Context: an optimization exercise on an open-source flow, tuned for small area, a short achievable clock period and few clock cycles per item. The choices shown serve that exercise and are no tape-out recipe.
At most, simulation tests tie the RTL to the original design; equivalence was not proved.
Power and IR drop assume default switching activity.

== job 3985 ==
## centered_moving_average_unit
module centered_moving_average_unit #(
  parameter int MAX_HALF_WIDTH = CMA_MAX_HALF_WIDTH,
  parameter int SAMPLE_BITS    = CMA_SAMPLE_BITS
) (
  input  logic               clk,
  input  logic               rst,
  input  logic               cfg_wr_en,
  input  logic [CFG_W-1:0]   cfg_wr_data,    
  input  logic               s_axis_tvalid,
  output logic               s_axis_tready,
  input  logic [TDATA_W-1:0] s_axis_tdata,   
  input  logic               s_axis_tlast,   
  output logic               m_axis_tvalid,
  input  logic               m_axis_tready,
  output logic [TDATA_W-1:0] m_axis_tdata,   
  output logic               m_axis_tlast,   
  output logic               m_axis_tuser    
);
==> flow/config.mk <==
export PLATFORM = sky130hd
export DESIGN_NAME = centered_moving_average_unit
export DESIGN_NICKNAME = centered_moving_average_unit
export VERILOG_FILES = /design/flow/design.v
export SDC_FILE = /design/flow/constraint.sdc
export NUM_CORES = 4
export LEC_CHECK = 0
export ABC_CLOCK_PERIOD_IN_PS = 2500
export CAP_MARGIN = 20
export CORE_MARGIN = 2
export CORE_UTILIZATION = 40
export SETUP_SLACK_MARGIN = 2.9
export SLEW_MARGIN = 20
export TNS_END_PERCENT = 10
==> flow/constraint.sdc <==
create_clock -name core_clock -period 5.5 [get_ports {clk}]
set_input_delay 1.1000 -clock core_clock [delete_from_list [all_inputs] [get_ports {clk}]]
set_output_delay 1.1000 -clock core_clock [all_outputs]
set_load 0.01 [all_outputs]
run.sh (not shown) runs the stock make flow with config.mk's settings and CLKGATE_MAP_FILE= SYNTH_SCRIPT=/design/flow/synth_recipe.tcl, a recipe that flattens the netlist after the stock synthesis.
Changes in job 466 relative to job 3985:
--- a/flow/design.v
+++ b/flow/design.v
@@ -70,13 +70,14 @@
 import cma_pkg::*;
 module cma_slot (
   input  logic               clk,
   input  logic               rst,
   input  logic               cfg,         
   input  logic               cfg_h0,      
-  input  logic               part,        
+  input  logic               step,        
+  input  logic               take,        
   input  logic               tlast,       
   input  logic [VALUE_W-1:0] x,
   input  logic [VALUE_W-1:0] popv,        
   input  logic [4:0]         h,
   input  logic               h0,          
   output logic               busy,
@@ -93,12 +94,13 @@
   logic [4:0]       f;
   logic             short_q;
   logic             pv;        
   logic             ge2h;      
   logic             em;        
   logic             fdone;     
+  logic             part;
   logic [CNT_W-1:0] n0;
   logic [ACC_W-1:0] b_s;
   logic [ACC_W-1:0] b_c;
   logic [ACC_W-1:0] opa;
   logic [ACC_W-1:0] opb;
   logic [ACC_W-1:0] s1;
@@ -106,12 +108,13 @@
   logic [ACC_W-1:0] s2;
   logic [ACC_W-1:0] c2;
   logic             up;        
   logic             dn;        
   logic [4:0]       f1;
   logic [6:0]       t1;
+  assign part   = step && (busy || take);
   assign n0     = busy ? n : '0;
   assign b_s    = busy ? cs_s : '0;
   assign b_c    = busy ? cs_c : '0;
   assign up     = !ended && !pv && n0[0];
   assign dn     = ended && pv && !n0[0];
   assign opa    = ended ? '0 : ACC_W'(x);
@@ -324,13 +327,13 @@
   logic               in_last;
   logic               acc;
   logic               en;
   logic               skid_valid;
   logic               skid_valid_nx;
   logic               ptr;
-  logic [1:0]         s_busy, s_ended, s_emit, s_user, s_ended_nx, s_done, s_part;
+  logic [1:0]         s_busy, s_ended, s_emit, s_user, s_ended_nx, s_done, s_take;
   logic               h0;
   logic [ACC_W-1:0]   s_cs  [0:1];
   logic [ACC_W-1:0]   s_cc  [0:1];
   logic [CNT_W-1:0]   s_n   [0:1];
   logic               cur_busy, cur_ended, oth_busy;
   logic               take_sample;
@@ -349,14 +352,14 @@
   localparam int HI_W = ACC_W - LO_W;
   logic               a_valid;
   logic [LO_W:0]      a_lo;
   logic [HI_W-1:0]    a_hi;
   logic [CNT_W-1:0]   a_den;
   logic [SIDE_W-1:0]  a_side;
-  logic [LO_W:0]      lo_sum [0:1];
-  logic [HI_W-1:0]    hi_sum [0:1];
+  logic [ACC_W-1:0]   sel_s;
+  logic [ACC_W-1:0]   sel_c;
   logic               p_valid;
   logic [ACC_W-1:0]   p_num;
   logic [CNT_W-1:0]   p_den;
   logic [CNT_W+1:0]   p_den3;
   logic [SIDE_W-1:0]  p_side;
   logic               d_valid;
@@ -403,16 +406,14 @@
   assign cur_busy    = ptr ? s_busy[1] : s_busy[0];
   assign cur_ended   = ptr ? s_ended[1] : s_ended[0];
   assign oth_busy    = ptr ? s_busy[0] : s_busy[1];
   assign take_sample = in_valid && !cur_ended;
   assign step        = en && (in_valid || cur_ended || (!cur_busy && oth_busy));
   assign consume     = step && take_sample;
-  assign s_part[0] = en && (!ptr ? (in_valid || (s_busy[0] && s_ended[0]))
-                                 : (s_busy[0] && (in_valid || s_ended[1] || !s_busy[1])));
-  assign s_part[1] = en && ( ptr ? (in_valid || (s_busy[1] && s_ended[1]))
-                                 : (s_busy[1] && (in_valid || s_ended[0] || !s_busy[0])));
+  assign s_take[0]   = consume && !ptr;
+  assign s_take[1]   = consume && ptr;
   assign flip = ptr ? (s_ended_nx[1] && (!s_busy[0] || s_done[0]))
                     : (s_ended_nx[0] && (!s_busy[1] || s_done[1]));
   assign ptr_nx = step ? (ptr ^ flip) : ptr;
   assign cur_ended_nx = step ? (ptr_nx ? s_ended_nx[1] : s_ended_nx[0])
                              : (ptr ? s_ended[1] : s_ended[0]);
   always_ff @(posedge clk) begin
@@ -425,13 +426,14 @@
   for (genvar i = 0; i < 2; i++) begin : g_slot
     cma_slot u_slot (
       .clk      (clk),
       .rst      (rst),
       .cfg      (cfg_wr_en),
       .cfg_h0   (cfg_wr_data == '0),
-      .part     (s_part[i]),
+      .step     (step),
+      .take     (s_take[i]),
       .tlast    (in_last),
       .x        (in_x),
       .popv     (popv),
       .h        (h),
       .h0       (h0),
       .busy     (s_busy[i]),
@@ -470,29 +472,27 @@
     if (en) begin
       e_slot <= s_emit[1];
       e_last <= s_emit[1] ? s_done[1] : s_done[0];
       e_user <= s_emit[1] ? s_user[1] : s_user[0];
     end
   end
-  for (genvar i = 0; i < 2; i++) begin : g_half
-    assign lo_sum[i] = {1'b0, s_cs[i][LO_W-1:0]} + {1'b0, s_cc[i][LO_W-1:0]};
-    assign hi_sum[i] = s_cs[i][ACC_W-1:LO_W] + s_cc[i][ACC_W-1:LO_W];
-  end
+  assign sel_s = e_slot ? s_cs[1] : s_cs[0];
+  assign sel_c = e_slot ? s_cc[1] : s_cc[0];
   always_ff @(posedge clk) begin
     if (rst) begin
       a_valid <= 1'b0;
       p_valid <= 1'b0;
     end else if (en) begin
       a_valid <= e_valid;
       p_valid <= a_valid;
     end
   end
   always_ff @(posedge clk) begin
     if (en) begin
-      a_lo   <= e_slot ? lo_sum[1] : lo_sum[0];
-      a_hi   <= e_slot ? hi_sum[1] : hi_sum[0];
+      a_lo   <= {1'b0, sel_s[LO_W-1:0]} + {1'b0, sel_c[LO_W-1:0]};
+      a_hi   <= sel_s[ACC_W-1:LO_W] + sel_c[ACC_W-1:LO_W];
       a_den  <= e_slot ? s_n[1] : s_n[0];
       a_side <= {ctag, e_last, e_user};
       p_num  <= {a_hi + HI_W'(a_lo[LO_W]), a_lo[LO_W-1:0]};
       p_den  <= a_den;
       p_den3 <= {2'b00, a_den} + {1'b0, a_den, 1'b0};
       p_side <= a_side;
## What came out
Layer with the highest usage after global routing = met2: job 3985; layer with the highest usage after global routing = met1: job 466. Per the comparison of job 466 with job 3985, part of the total power dissipated in combinational logic went down 4.4 points; slew at the pin closest to its max-slew limit went up 5.6 ps; power attributed to sequential cells went down about 4%; power in the clock group went up about 2%. Job 466 does worse than job 3985 on smallest hold slack. Taking job 3985 as the reference, in job 466 fraction of synthesized area in multiplexers comparable, number of distinct library cells after synthesis now smaller. [compare] base=job 3985 new=job 466: aggregate routed wire length now smaller; starting utilization of the core area now sits at about the same level; via-per-instance ratio shows no meaningful change. Storage element area across job 3985 and job 466: no real change. Between job 466 and job 3985, it is job 466 whose non-clock buffer count is lower, by 65.
Testbench counts of job 466, summed over its fixed seeds: cycles 15,462, items 13,361.
The RTL of job 3985 was laid out without a check of its function.


centered_moving_average_unit, a different RTL version from the one above (not shown whole).
Size in the first run: ~6900 cells after synthesis, ~3200 flip-flops, roughly 110 I/O pins, about 120000 µm² of cells after synthesis.
==> module cma_vline, before the edit <==
module cma_vline #(
  parameter int W     = 24,
  parameter int NSEG  = 5,
  parameter int LBASE = 2
) (
  input  logic            clk,
  input  logic            step,
  input  logic            tail,
  input  logic [NSEG-1:0] sel,
  input  logic [W-1:0]    din,
  output logic [W-1:0]    dout
);
  logic [W-1:0] chain [0:NSEG];
  logic [W-1:0] last  [0:NSEG-1];
  assign chain[0] = din;
  for (genvar j = 0; j < NSEG; j++) begin : g_seg
    localparam int L = LBASE << j;
    logic [7:0] start;
    logic [7:0] first;
    logic [5:0] hold;
    logic [W-1:0] qv [0:L-1];
    if (j == 0) begin : g_s0
      assign start = '0;
    end else begin : g_sj
      assign start = 8'(LBASE) * 8'(sel[j-1:0]);
    end
    assign first = 8'(sel) - start;
    always_ff @(posedge clk) begin
      hold <= first[7] ? '0 : first[5:0];
    end
    for (genvar k = 0; k < L; k++) begin : g_st
      logic         sh;
      logic [W-1:0] q;
      assign sh = step || (tail && (hold <= 6'(k)));
      always_ff @(posedge clk) begin
        if (sh) q <= (k == 0) ? chain[j] : qv[(k == 0) ? 0 : k-1];
      end
      assign qv[k] = q;
    end
    assign last[j] = qv[L-1];
  end
  for (genvar m = 1; m <= NSEG; m++) begin : g_pick
    logic [W-1:0] cm;
    always_comb begin
      cm = sel[m-1:0] == '0 ? din : '0;
      for (int i = 0; i < m; i++) begin
        if (sel[i] && (((sel[m-1:0] >> i) >> 1) == '0)) cm = cm | last[i];
      end
    end
    assign chain[m] = cm;
  end
  always_ff @(posedge clk) begin
    if (step || tail) dout <= chain[NSEG];
  end
endmodule
==> module cma_tline, before the edit <==
module cma_tline #(
  parameter int W     = 18,
  parameter int NSEG  = 5,
  parameter int LBASE = 1
) (
  input  logic            clk,
  input  logic            step,
  input  logic            tail,
  input  logic            clr,
  input  logic            mark,
  input  logic [NSEG-1:0] sel,
  input  logic [W-1:0]    din,
  output logic [W-1:0]    dout
);
  logic [W-1:0] chain [0:NSEG];
  logic         mchain [0:NSEG];
  logic [W-1:0] last   [0:NSEG-1];
  logic         mlast  [0:NSEG-1];
  assign chain[0]  = din;
  assign mchain[0] = mark;
  for (genvar j = 0; j < NSEG; j++) begin : g_seg
    localparam int L = LBASE << j;
    logic [W-1:0] qv [0:L-1];
    logic         mv [0:L-1];
    for (genvar k = 0; k < L; k++) begin : g_st
      logic         q_m;
      logic [W-1:0] q;
      always_ff @(posedge clk) begin
        if (step || (tail && !q_m)) q <= (k == 0) ? chain[j] : qv[(k == 0) ? 0 : k-1];
      end
      always_ff @(posedge clk) begin
        if (clr) begin
          q_m <= 1'b0;
        end else if (step) begin
          q_m <= (k == 0) ? mchain[j] : mv[(k == 0) ? 0 : k-1];
        end
      end
      assign qv[k] = q;
      assign mv[k] = q_m;
    end
    assign last[j]  = qv[L-1];
    assign mlast[j] = mv[L-1];
  end
  for (genvar m = 1; m <= NSEG; m++) begin : g_pick
    logic [W-1:0] cm;
    logic         mm;
    always_comb begin
      cm = sel[m-1:0] == '0 ? din : '0;
      mm = sel[m-1:0] == '0 ? mark : 1'b0;
      for (int i = 0; i < m; i++) begin
        if (sel[i] && (((sel[m-1:0] >> i) >> 1) == '0)) begin
          cm = cm | last[i];
          mm = mm | mlast[i];
        end
      end
    end
    assign chain[m]  = cm;
    assign mchain[m] = mm;
  end
  always_ff @(posedge clk) begin
    if (step || tail) dout <= chain[NSEG];
  end
endmodule
make LEC_CHECK=0 ABC_CLOCK_PERIOD_IN_PS=2500 CAP_MARGIN=20 CORE_MARGIN=2 CORE_UTILIZATION=40 SETUP_SLACK_MARGIN=2.9 SLEW_MARGIN=20 TNS_END_PERCENT=10 finish   # period 5.5 ns
The starting point went through all stages and came out clean.
Edit:
--- a/flow/design.v
+++ b/flow/design.v
@@ -23,11 +23,10 @@
   input  logic [NSEG-1:0] sel,
   input  logic [W-1:0]    din,
   output logic [W-1:0]    dout
 );
   logic [W-1:0] chain [0:NSEG];
-  logic [W-1:0] last  [0:NSEG-1];
   assign chain[0] = din;
   for (genvar j = 0; j < NSEG; j++) begin : g_seg
     localparam int L = LBASE << j;
     logic [7:0] start;
     logic [7:0] first;
@@ -49,21 +48,11 @@
       always_ff @(posedge clk) begin
         if (sh) q <= (k == 0) ? chain[j] : qv[(k == 0) ? 0 : k-1];
       end
       assign qv[k] = q;
     end
-    assign last[j] = qv[L-1];
-  end
-  for (genvar m = 1; m <= NSEG; m++) begin : g_pick
-    logic [W-1:0] cm;
-    always_comb begin
-      cm = sel[m-1:0] == '0 ? din : '0;
-      for (int i = 0; i < m; i++) begin
-        if (sel[i] && (((sel[m-1:0] >> i) >> 1) == '0)) cm = cm | last[i];
-      end
-    end
-    assign chain[m] = cm;
+    assign chain[j+1] = sel[j] ? qv[L-1] : chain[j];
   end
   always_ff @(posedge clk) begin
     if (step || tail) dout <= chain[NSEG];
   end
 endmodule
@@ -81,12 +70,10 @@
   input  logic [W-1:0]    din,
   output logic [W-1:0]    dout
 );
   logic [W-1:0] chain [0:NSEG];
   logic         mchain [0:NSEG];
-  logic [W-1:0] last   [0:NSEG-1];
-  logic         mlast  [0:NSEG-1];
   assign chain[0]  = din;
   assign mchain[0] = mark;
   for (genvar j = 0; j < NSEG; j++) begin : g_seg
     localparam int L = LBASE << j;
     logic [W-1:0] qv [0:L-1];
@@ -105,28 +92,12 @@
         end
       end
       assign qv[k] = q;
       assign mv[k] = q_m;
     end
-    assign last[j]  = qv[L-1];
-    assign mlast[j] = mv[L-1];
-  end
-  for (genvar m = 1; m <= NSEG; m++) begin : g_pick
-    logic [W-1:0] cm;
-    logic         mm;
-    always_comb begin
-      cm = sel[m-1:0] == '0 ? din : '0;
-      mm = sel[m-1:0] == '0 ? mark : 1'b0;
-      for (int i = 0; i < m; i++) begin
-        if (sel[i] && (((sel[m-1:0] >> i) >> 1) == '0)) begin
-          cm = cm | last[i];
-          mm = mm | mlast[i];
-        end
-      end
-    end
-    assign chain[m]  = cm;
-    assign mchain[m] = mm;
+    assign chain[j+1]  = sel[j] ? qv[L-1] : chain[j];
+    assign mchain[j+1] = sel[j] ? mv[L-1] : mchain[j];
   end
   always_ff @(posedge clk) begin
     if (step || tail) dout <= chain[NSEG];
   end
 endmodule
Design area shrinks by 0.77%.
Final cell count shrinks by 4.5%.
Power shrinks by 1.4%.
Setup slack improves by 0.32 ns.
Area after synthesis shrinks by 0.46%.
Non-clock buffer count shrinks by 122.
Maximum frequency grows by 10%.
Critical path depth shrinks by 2.
Routed wire length shrinks by 9.2%.
Count of clock-buffer cells in the layout grows by 17.
First-iteration DRC count shrinks by 29%.
No functional check of the RTL was part of any run of this note.


Another version of the RTL of centered_moving_average_unit (not shown whole).
Size: ~3300 flip-flops, roughly 0.12 sq mm of cells after synthesis.
Settings: LEC_CHECK=0, ABC_CLOCK_PERIOD_IN_PS=2500, CAP_MARGIN=20, CORE_MARGIN=2, CORE_UTILIZATION=40, SETUP_SLACK_MARGIN=2.9, SLEW_MARGIN=20, TNS_END_PERCENT=10; clock period 5.5 ns.
Testbench counts at the start, summed over its fixed seeds: cycles 15,462, items 13,361.
Edit:
--- a/flow/design.v
+++ b/flow/design.v
@@ -137,16 +137,18 @@
   input  logic [VALUE_W-1:0] popv,        
   input  logic [4:0]         h,
   input  logic               h0,          
   output logic               busy,
   output logic               ended,
   output logic               emit,        
   output logic               user,        
   output logic               ended_nx,    
+  output logic               busy_q,      
+  output logic               ended_q,     
   output logic               done,        
   output logic [ACC_W-1:0]   cs_s,
   output logic [ACC_W-1:0]   cs_c,
   output logic [CNT_W-1:0]   n
 );
   logic [5:0]       t;
   logic [4:0]       f;
   logic             short_q;
@@ -181,16 +183,18 @@
   assign c2     = {(s1[ACC_W-2:0] & c1[ACC_W-2:0]) | (s1[ACC_W-2:0] & opb[ACC_W-2:0]) |
                    (c1[ACC_W-2:0] & opb[ACC_W-2:0]), up};
   assign f1     = ended ? f + 5'd1 : 5'd0;
   assign t1     = {1'b0, t} + 7'd1;
   assign done   = part && (ended ? fdone : (tlast && h0));
   assign emit   = part && em;
   assign user   = done && (ended ? short_q : !ge2h);
   assign ended_nx = part ? ((ended || tlast) && !done) : ended;
+  assign busy_q   = !(rst || cfg) && (part ? !done : busy);
+  assign ended_q  = !(rst || cfg) && ended_nx;
   always_ff @(posedge clk) begin
     if (rst || cfg) begin
       busy  <= 1'b0;
       ended <= 1'b0;
       t     <= '0;
       f     <= '0;
       pv    <= 1'b0;
       ge2h  <= rst || cfg_h0;
@@ -385,24 +389,24 @@
   logic               skid_valid;
   logic               skid_valid_nx;
   logic               ptr;
   logic [1:0]         s_busy, s_ended, s_emit, s_user, s_ended_nx, s_done, s_part;
   logic               h0;
   logic [ACC_W-1:0]   s_cs  [0:1];
   logic [ACC_W-1:0]   s_cc  [0:1];
   logic [CNT_W-1:0]   s_n   [0:1];
-  logic               cur_busy, cur_ended, oth_busy;
-  logic               take_sample;
+  logic               f_a, f_t, f_b;
+  logic               cb_nx, ce_nx, ob_nx;
+  logic [1:0]         s_busy_q, s_ended_q;
   logic               step;
   logic               tail;
   logic               consume;
   logic               flip;
   logic               ptr_nx;
-  logic               cur_ended_nx;
   logic [VALUE_W-1:0] popv;
   logic [TAG_W-1:0]   ctag;
   logic               e_valid;
   logic               e_slot;
   logic               e_last;
   logic               e_user;
   localparam int LO_W = ACC_W / 2;
   localparam int HI_W = ACC_W - LO_W;
@@ -442,42 +446,50 @@
       in_tag  <= s_axis_tdata[VALUE_W +: TAG_W];
       in_last <= s_axis_tlast;
     end
   end
   always_ff @(posedge clk) begin
     if (rst) begin
       s_axis_tready <= 1'b1;
     end else begin
-      s_axis_tready <= !((in_valid && !consume && !cfg_wr_en) || acc) || (!skid_valid_nx && !cur_ended_nx);
+      s_axis_tready <= !((in_valid && !consume && !cfg_wr_en) || acc) || (!skid_valid_nx && !ce_nx);
     end
   end
   always_ff @(posedge clk) begin
     if (rst) begin
       h  <= '0;
       h0 <= 1'b1;
     end else if (cfg_wr_en) begin
       h  <= cfg_wr_data;
       h0 <= (cfg_wr_data == '0);
     end
   end
-  assign cur_busy    = ptr ? s_busy[1] : s_busy[0];
-  assign cur_ended   = ptr ? s_ended[1] : s_ended[0];
-  assign oth_busy    = ptr ? s_busy[0] : s_busy[1];
-  assign take_sample = in_valid && !cur_ended;
-  assign step        = en && (in_valid || cur_ended || (!cur_busy && oth_busy));
-  assign consume     = step && take_sample;
-  assign s_part[0] = en && (!ptr ? (in_valid || (s_busy[0] && s_ended[0])) : s_busy[0]);
-  assign s_part[1] = en && ( ptr ? (in_valid || (s_busy[1] && s_ended[1])) : s_busy[1]);
-  assign tail = en && oth_busy && cur_busy && !cur_ended && !in_valid;
+  assign step    = en && (in_valid || f_a);
+  assign consume = en && in_valid && !f_b;
+  assign s_part[0] = en && (ptr ? s_busy[0] : (in_valid || f_b));
+  assign s_part[1] = en && (ptr ? (in_valid || f_b) : s_busy[1]);
+  assign tail = en && !in_valid && f_t;
   assign flip = ptr ? (s_ended_nx[1] && (!s_busy[0] || s_done[0]))
                     : (s_ended_nx[0] && (!s_busy[1] || s_done[1]));
-  assign ptr_nx = (step || tail) ? (ptr ^ flip) : ptr;
-  assign cur_ended_nx = (step || tail) ? (ptr_nx ? s_ended_nx[1] : s_ended_nx[0])
-                             : (ptr ? s_ended[1] : s_ended[0]);
+  assign ptr_nx = clr ? 1'b0 : (step || tail) ? (ptr ^ flip) : ptr;
+  assign cb_nx  = ptr_nx ? s_busy_q[1] : s_busy_q[0];
+  assign ce_nx  = ptr_nx ? s_ended_q[1] : s_ended_q[0];
+  assign ob_nx  = ptr_nx ? s_busy_q[0] : s_busy_q[1];
+  always_ff @(posedge clk) begin
+    if (rst) begin
+      f_a <= 1'b0;
+      f_t <= 1'b0;
+      f_b <= 1'b0;
+    end else begin
+      f_a <= ce_nx || (!cb_nx && ob_nx);
+      f_t <= ob_nx && cb_nx && !ce_nx;
+      f_b <= cb_nx && ce_nx;
+    end
+  end
   always_ff @(posedge clk) begin
     if (clr) begin
       ptr <= 1'b0;
     end else begin
       ptr <= ptr_nx;
     end
   end
   for (genvar i = 0; i < 2; i++) begin : g_slot
@@ -492,16 +504,18 @@
       .popv     (popv),
       .h        (h),
       .h0       (h0),
       .busy     (s_busy[i]),
       .ended    (s_ended[i]),
       .emit     (s_emit[i]),
       .user     (s_user[i]),
       .ended_nx (s_ended_nx[i]),
+      .busy_q   (s_busy_q[i]),
+      .ended_q  (s_ended_q[i]),
       .done     (s_done[i]),
       .cs_s     (s_cs[i]),
       .cs_c     (s_cc[i]),
       .n        (s_n[i])
     );
   end
   cma_vline #(.W(VALUE_W), .NSEG(5), .LBASE(2)) u_vline (
     .clk  (clk),
What happened: The new run finished but failed the layout checks on antenna rules; power falls slightly; worst setup slack gets worse by 0.020 ns; clock power hardly moves; cell count is about the same; synthesized area falls slightly; via count barely changes; cell area falls slightly; count of clock-buffer cells in the layout rises by 25; worst hold slack gets better by 0.0079 ns.
Only the layout flow was run in the second run of this note; the RTL was not checked for function there.

==> static timing again, ports no longer ideal <==
The results above use ideal ports. As a check the final layouts listed here were re-extracted and re-timed, cells and wires unchanged. Step 1: set_driving_cell puts a clkbuf_16 on clk and a buf_2 on each other input, an assumption about the parent block. Step 2 also shifts input and output timing later by t, the mid clock arrival at the registers, as if the neighbouring blocks saw the same clock. a / b / c = ideal ports / drivers / drivers and shift; a / b = the first two.
run | t (ns) | setup WS [ns] | worst setup path after step 2 | slew at the worst register clock pin (ns) | pins driven straight from the clock port
job 3985 | 0.944 | 2.719 / 2.629 / 2.181 | input to register | 0.07 / 0.07 | 1
job 466 | 0.932 | 2.639 / 2.639 / 2.265 | input to register | 0.08 / 0.08 | 1
the first run of note 2 | 0.930 | 2.101 / 2.030 / 1.100 | input to register | 0.07 / 0.07 | 1
the second run of note 2 | 0.960 | 2.424 / 2.424 / 1.566 | input to register | 0.07 / 0.07 | 1
the first run of note 3 | 0.977 | 2.769 / 2.769 / 2.292 | input to register | 0.07 / 0.07 | 1
the second run of note 3 | 0.961 | 2.749 / 2.739 / 2.019 | input to register | 0.07 / 0.07 | 1
For the first run of note 2, which loses most, drivers alone change the setup slack by -0.071 ns; drivers and shift together by -1.001 ns.
